From an optimization exercise on the open Yosys and OpenROAD flow, aimed at small area; shortcuts taken in it are not production practice.
Only the layout flow was run in this run; the RTL was not checked for function there.
No activity file was given, so power comes from the tool's default toggle rates.

File: design/flow/config.mk
export PLATFORM = sky130hd
export DESIGN_NAME = register_file_ab
export DESIGN_NICKNAME = register_file_ab
export VERILOG_FILES = /design/flow/design.v
export SDC_FILE = /design/flow/constraint.sdc
export NUM_CORES = 4
export LEC_CHECK = 0
export CAP_MARGIN = 20
export CORE_MARGIN = 2
export CORE_UTILIZATION = 40
export SLEW_MARGIN = 20
export SYNTH_HIERARCHICAL = 1
File: design/flow/constraint.sdc
create_clock -name core_clock -period 7.0 [get_ports {Clk}]
set_input_delay 1.4000 -clock core_clock [delete_from_list [all_inputs] [get_ports {Clk}]]
set_output_delay 1.4000 -clock core_clock [all_outputs]
set_load 0.01 [all_outputs]
File: design/flow/design.v
`default_nettype none
module register_file_ab #(
    parameter int DATA_W   = 32,
    parameter int NUM_REGS = 32
) (
    input  logic              Clk,
    input  logic              Reset,
    input  logic [4:0]        Register_A_Sel,
    input  logic [4:0]        Register_B_Sel,
    input  logic [4:0]        Write_Sel,
    input  logic [DATA_W-1:0] Write_Data,
    input  logic              RF_Load,
    input  logic              RF_Double,
    output logic [DATA_W-1:0] Port_A,
    output logic [DATA_W-1:0] Port_B,
    output logic              RF_Busy,
    output logic              RF_Misaligned
);
    logic                r_busy;           
    logic [3:0]          r_pair;           
    logic                r_misaligned;
    logic                w_we;             
    logic [4:0]          w_waddr;          
    logic [DATA_W-1:0]   w_wbus_n;         
    logic [DATA_W-1:0]   r_regs_n [1:NUM_REGS-1];    
    logic [DATA_W-1:0]   w_next_n [1:NUM_REGS-1];
    always_ff @(posedge Clk) begin
        if (Reset) begin
            r_busy       <= 1'b0;
            r_pair       <= '0;
            r_misaligned <= 1'b0;
        end else begin
            r_busy <= ~r_busy & RF_Load & RF_Double;
            if (~r_busy & RF_Load & RF_Double) begin
                r_pair       <= Write_Sel[4:1];
                r_misaligned <= Write_Sel[0];
            end
        end
    end
    assign RF_Busy       = r_busy;
    assign RF_Misaligned = r_misaligned;
    assign w_we    = ~Reset & (r_busy | RF_Load);
    assign w_waddr = r_busy    ? {r_pair, 1'b1} :
                     RF_Double ? {Write_Sel[4:1], 1'b0} : Write_Sel;
    logic w_rst_n;
    assign w_rst_n = ~Reset;
    for (genvar b = 0; b < DATA_W; b++) begin : g_bus
        rf_nand2 u_bus (.a(Write_Data[b]), .b(w_rst_n), .y(w_wbus_n[b]));
    end
    logic [7:0] w_lh;
    logic [3:0] w_ll;
    for (genvar k = 0; k < 8; k++) begin : g_wpre_h
        assign w_lh[k] = Reset | (w_we & (w_waddr[4:2] == 3'(k)));
    end
    for (genvar j = 0; j < 4; j++) begin : g_wpre_l
        assign w_ll[j] = Reset | (w_waddr[1:0] == 2'(j));
    end
    logic w_fwd_a, w_fwd_b;
    assign w_fwd_a = w_we & (w_waddr == Register_A_Sel) & (Register_A_Sel != 5'd0);
    assign w_fwd_b = w_we & (w_waddr == Register_B_Sel) & (Register_B_Sel != 5'd0);
    logic [7:0] w_ah, w_bh;
    logic [3:0] w_al, w_bl;
    for (genvar k = 0; k < 8; k++) begin : g_rpre_h
        assign w_ah[k] = (Register_A_Sel[4:2] == 3'(k)) & ~w_fwd_a;
        assign w_bh[k] = (Register_B_Sel[4:2] == 3'(k)) & ~w_fwd_b;
    end
    for (genvar j = 0; j < 4; j++) begin : g_rpre_l
        assign w_al[j] = (Register_A_Sel[1:0] == 2'(j));
        assign w_bl[j] = (Register_B_Sel[1:0] == 2'(j));
    end
    logic [NUM_REGS-1:0] w_sel_a_n, w_sel_b_n;    
    logic [DATA_W-1:0]   w_col_n [0:NUM_REGS-1];   
    for (genvar i = 1; i < NUM_REGS; i++) begin : g_reg
        logic w_load, w_hold;
        rf_nand2 u_hold (.a(w_lh[i/4]), .b(w_ll[i%4]), .y(w_hold));
        rf_inv   u_load (.a(w_hold), .y(w_load));
        rf_nand2 u_sa   (.a(w_ah[i/4]), .b(w_al[i%4]), .y(w_sel_a_n[i]));
        rf_nand2 u_sb   (.a(w_bh[i/4]), .b(w_bl[i%4]), .y(w_sel_b_n[i]));
        for (genvar b = 0; b < DATA_W; b++) begin : g_bit
            rf_hold u_nx (.l(w_load), .h(w_hold), .d(w_wbus_n[b]),
                          .q(r_regs_n[i][b]), .y(w_next_n[i][b]));
        end
        always_ff @(posedge Clk) begin
            r_regs_n[i] <= w_next_n[i];
        end
        assign w_col_n[i] = r_regs_n[i];
    end
    assign w_col_n[0]   = w_wbus_n;
    assign w_sel_a_n[0] = ~w_fwd_a;
    assign w_sel_b_n[0] = ~w_fwd_b;
    for (genvar b = 0; b < DATA_W; b++) begin : g_rbit
        logic [NUM_REGS-1:0] w_dn;
        for (genvar i = 0; i < NUM_REGS; i++) begin : g_d
            assign w_dn[i] = w_col_n[i][b];
        end
        rf_read_bit u_a (.sn(w_sel_a_n), .dn(w_dn), .y(Port_A[b]));
        rf_read_bit u_b (.sn(w_sel_b_n), .dn(w_dn), .y(Port_B[b]));
    end
endmodule
module rf_read_bit (
    input  wire [31:0] sn,
    input  wire [31:0] dn,
    output wire        y
);
    wire [15:0] p;
    for (genvar k = 0; k < 16; k++) begin : g_oai
        rf_oai22 u (.sn(sn[2*k +: 2]), .dn(dn[2*k +: 2]), .y(p[k]));
    end
    rf_or16 u_or (.p(p), .y(y));
endmodule
module rf_oai22 (
    input  wire [1:0] sn,
    input  wire [1:0] dn,
    output wire       y
);
    assign y = ~((sn[0] | dn[0]) & (sn[1] | dn[1]));
endmodule
module rf_or16 (
    input  wire [15:0] p,
    output wire        y
);
    assign y = |p;
endmodule
module rf_nand2 (
    input  wire a,
    input  wire b,
    output wire y
);
    assign y = ~(a & b);
endmodule
module rf_inv (
    input  wire a,
    output wire y
);
    assign y = ~a;
endmodule
module rf_hold (
    input  wire l,
    input  wire h,
    input  wire d,
    input  wire q,
    output wire y
);
    assign y = (l & d) | (h & q);
endmodule
`default_nettype wire
File: design/flow/flow/run.sh
#!/bin/bash
# Standard ORFS layout with a leaner clock tree (mid-size clock buffers,
# larger sink clusters, no dummy balancing loads) and minimum-size port
# buffers. Everything else is the standard flow (standard.sh).
set -euo pipefail
CTS="-sink_clustering_enable -repair_clock_nets -dont_use_dummy_load"
CTS="$CTS -buf_list sky130_fd_sc_hd__clkbuf_8 -sink_clustering_size 16 -sink_clustering_max_diameter 50"
bash standard.sh finish \
  "CTS_ARGS=$CTS" \
  "BUFFER_PORTS_ARGS=-buffer_cell sky130_fd_sc_hd__buf_1" \
  > standard.log 2>&1
File: design/flow/standard.sh
#!/bin/bash
# synth_recipe.tcl (not shown) runs the flow's synth.tcl, then flattens the netlist and writes it again
# the make line also repeats each setting of config.mk as NAME=value (left out here)
make -C /OpenROAD-flow-scripts/flow DESIGN_CONFIG=/design/flow/config.mk WORK_HOME=/design/flow/orfs CLKGATE_MAP_FILE= SYNTH_SCRIPT=/design/flow/synth_recipe.tcl "${@:-finish}"
==> impl_metrics.yaml <==
global_routing:
  grt_pass1_wl_um: 263000
  antenna_found_initial: 11
  gr-total-overflow: 0
  track_usage: 0.359
  grt_pass1_vias: 36800
  grt_max_degree: 38
clock_tree:
  clk_pin_slew_ps: 60
  clock_sinks: 998
  clock_latency_ps: 800
  clockBufferDepth: 3
  clockRootBuffer: "clkbuf_8"
  cts-htree-levels: 3
  cts_tree: "yes"
  cts_buffers: 104
run:
  drv_cap: 0
outcome:
  so_faults: "setup timing"
  status: "complete, but fails checks"
synth:
  synthesis.area_um2: 38400
  ys_seq_elements: 998
  synth_cell_types: 32
  synth.avg_cell_area_um2: 10.7
  synth_top_area_share: 0.520
  synth_top_cell_by_area: "dfxtp_1"
  ys_top_cells_by_count: "o22ai_1 (1,024), dfxtp_1 (998), a22o_1 (992)"
  synthesis.nets: 3646
  async_reset_ff_frac: 0
  synth_ff_type: "dfxtp_1"
  synth_area_leaders: "dfxtp_1 (52%), a22o_1 (23%), o22ai_1 (17%)"
  synth-edff-count: 0
  synth.most_common_cell: "o22ai_1"
  synthCells: 3595
  ys_seq_area_frac: 0.520
  yosys_warnings: 12
timing:
  clock_skew_ps: 68.4
  worst_slack_ps: -63.7
  final_max_slew_viol_count: 0
  fmax_ghz: 0.142
  period_minus_slack_ps: 7060
  hold_violations: 0
  tightest_slew_ps: 1330
  rsz0062_at_grt: "no"
  relSlewSlack: 0.105
  fin_crit_sh: 1.01
  finalSetupViolations: 1
setup_path:
  reg2reg_from: "r_busy"
  critPathCaptureType: "primary output"
  reg2reg_to: "r_regs_n[6][27]"
  crit_start: "Register_B_Sel[3]"
  reg2regPathDepth: 7
  crit_arrival_ps: 5660
  required_ps: 5600
  startpoint_type: "primary input"
  r2r_slack_ps: 2740
  crit_fanout: 13
  setup.worst_path.class: "in2out"
detailed_routing:
  drt-initial-drc-count: 6131
  antenna_left: 0
  via_per_inst: 7.40
  drc: 0
  post_drt_wl_per_cell_um: 34.3
  num_vias: 40000
  met2_length_um: 74300
  route.met3.wl_um: 30200
  top_layer: "met5"
  wl_met1_um: 71900
  drt_first_pass_iters: 9
  wirelength_um: 186000
finish:
  final_area_um2: 44900
  drive_above_1_share: 0.115
  fin_nets: 4196
  area_growth_pct: 17.0
  final_core_util: 0.472
  n_fill_cell: 8846
power:
  power_density_nw_per_um2: 291
  power_leakage_nw: 18.0
  ir_drop_mv: 0.143
floorplanning:
  rows: 113
  start_util: 0.404
  io_pins: 117
  core_area_um2: 95200
  fp.dieArea_um2: 98500
  dieWidth_um: 314
  die_height_um: 314
placed_design:
  numPortBuffers: 116
  pre_cts_ws_ps: -34.3
  post_dp_cell_area_um2: 43400
  place_congestion: 1.00
  dp_hpwl_um: 118000
worst_hold_path:
  hp-class: "reg2reg"
  hp-start: "r_regs_n[11][6]"
  hold_depth: 1
  hold_end: "r_regs_n[11][6]"
how the worst max path moves through the flow:
stage,end,slack [ps],depth (start not counted)
floorplan,Port_A[0],1660,9
global placement,Port_B[0],-70,11
detailed placement,Port_B[16],-30,11
CTS,Port_B[0],40,11
global route,Port_B[15],7,10
finish,Port_B[16],-60,11
layout make-up:
type                       count  area [um2]  share of cell area
antenna                        2        5.00            0.000111
inverter                      37         139             0.00309
clock buffer                 104        1430              0.0318
multi-input combinational   2556       18400               0.410
timing repair buffer         448        3380              0.0752
sequential                   998       20000               0.445
tap                         1265        1580              0.0352
cell usage in the layout (no fill, tap or decap), types with 2 or more instances in the layout:
cell / count
dfxtp_1: 998
mux2_1: 2
xnor2_1: 6
buf_4: 296
and3_1: 2
inv_2: 2
or4_1: 2
diode_2: 2
a22o_1: 992
and2_1: 3
nand4_1: 64
nand3_1: 9
mux2i_1: 5
buf_12: 36
nor4_1: 244
o21ai_1: 3
a2111oi_4: 3
nor2b_1: 5
clkbuf_8: 104
o22ai_1: 1024
inv_1: 35
nand3_2: 2
a21oi_1: 10
a2111oi_1: 5
nor4_2: 11
a2111oi_2: 2
mux2i_4: 3
buf_1: 116
nand2_1: 119
nand2_2: 15
a21o_1: 6
nor2_1: 12
modules after synthesis (local to each module, per instance), excerpt:
module,cell area [um2],cells inside
rf_inv,3.75,1
rf_nand2,3.75,1
rf_or16,31.3,5
rf_hold,8.76,1
rf_oai22,6.26,1
register_file_ab,20700,1103
metal layers:
| layer | up-vias | GRT usage |
|---|---|---|
| li1 | 16700 | - |
| met1 | 19100 | 0.481 |
| met2 | 3470 | 0.505 |
| met3 | 685 | 0.153 |
| met4 | 16 | 0.145 |
| met5 | - | 0 |
through the flow:
stage,instances,hold slack [ps],power [mW],TNS [ps]
after global placement,5303,475,9.70,-74.7
after CTS,5408,498,12.9,0
after floorplan,3595,463,8.65,0
after global routing,5409,509,13.5,0
final,5410,495,13.1,-63.7
after detailed placement,5304,479,9.75,-34.3
registers in the layout, indices dropped and copies added (netlist names):
| register | cells |
|---|---|
| r_pair | 4 |
| r_misaligned | 1 |
| r_regs_n | 992 |
| r_busy | 1 |
timing repair:
| item | CTS | global route |
|---|---|---|
| gates resized for setup | 1 | 6 |
| hold buffers | 0 | 0 |
| pin swaps | 0 | 0 |
| endpoints found under the setup margin | 1 | 6 |
| buffers inserted | 0 | 0 |
report_power, final:
part | switching, mW | internal (mW)
sequential | 0.754 | 6.62
combinational | 1.37 | 1.02
clock | 1.98 | 1.31
cells by family after synthesis:
| family | after synthesis | synth area share |
|---|---|---|
| compound gates | 2047 | 0.400 |
| flops | 998 | 0.520 |
| simple gates | 492 | 0.0705 |
| buf+inv | 41 | 0.00427 |
| mux | 11 | 0.00401 |
| xor+xnor | 6 | 0.00137 |
worst max-delay path, stage by stage:
cell and delay [ps]:
buf_1 420, or4_1 210, nand3_2 90, a2111oi_4 660, a21oi_1 480, nand2_1 210
buf_4 270, o22ai_1 120, nor4_1 1070, nand4_1 450, buf_1 250

-- what the ideal ports hide --
Ports are ideal in the flow. The routed layout listed here was re-timed in OpenROAD.
Step 1 (the two cells are an assumption about what drives the block):
set clk [get_ports {Clk}]
set_driving_cell -lib_cell sky130_fd_sc_hd__clkbuf_16 $clk
set_driving_cell -lib_cell sky130_fd_sc_hd__buf_2 [delete_from_list [all_inputs] $clk]
Step 2 adds t to the input delays and takes it off the output delays; t is the mean of the earliest and latest rising clock arrival at the registers after step 1. Input paths then give back, and output paths get back, about the clock's delay inside the block.
a / b / c = ideal ports / drivers / drivers and shift; a / b = the first two.
shift t [ns]: 0.823
setup WS [ns]: -0.064 / -0.140 / -0.140
hold WS [ns]: 0.495 / 0.495 / 0.495
worst setup path at the end: input to output
worst data-port slew with drivers (ns): 0.30
For this run, drivers alone change the setup slack by -0.076 ns; drivers and shift together by -0.076 ns.
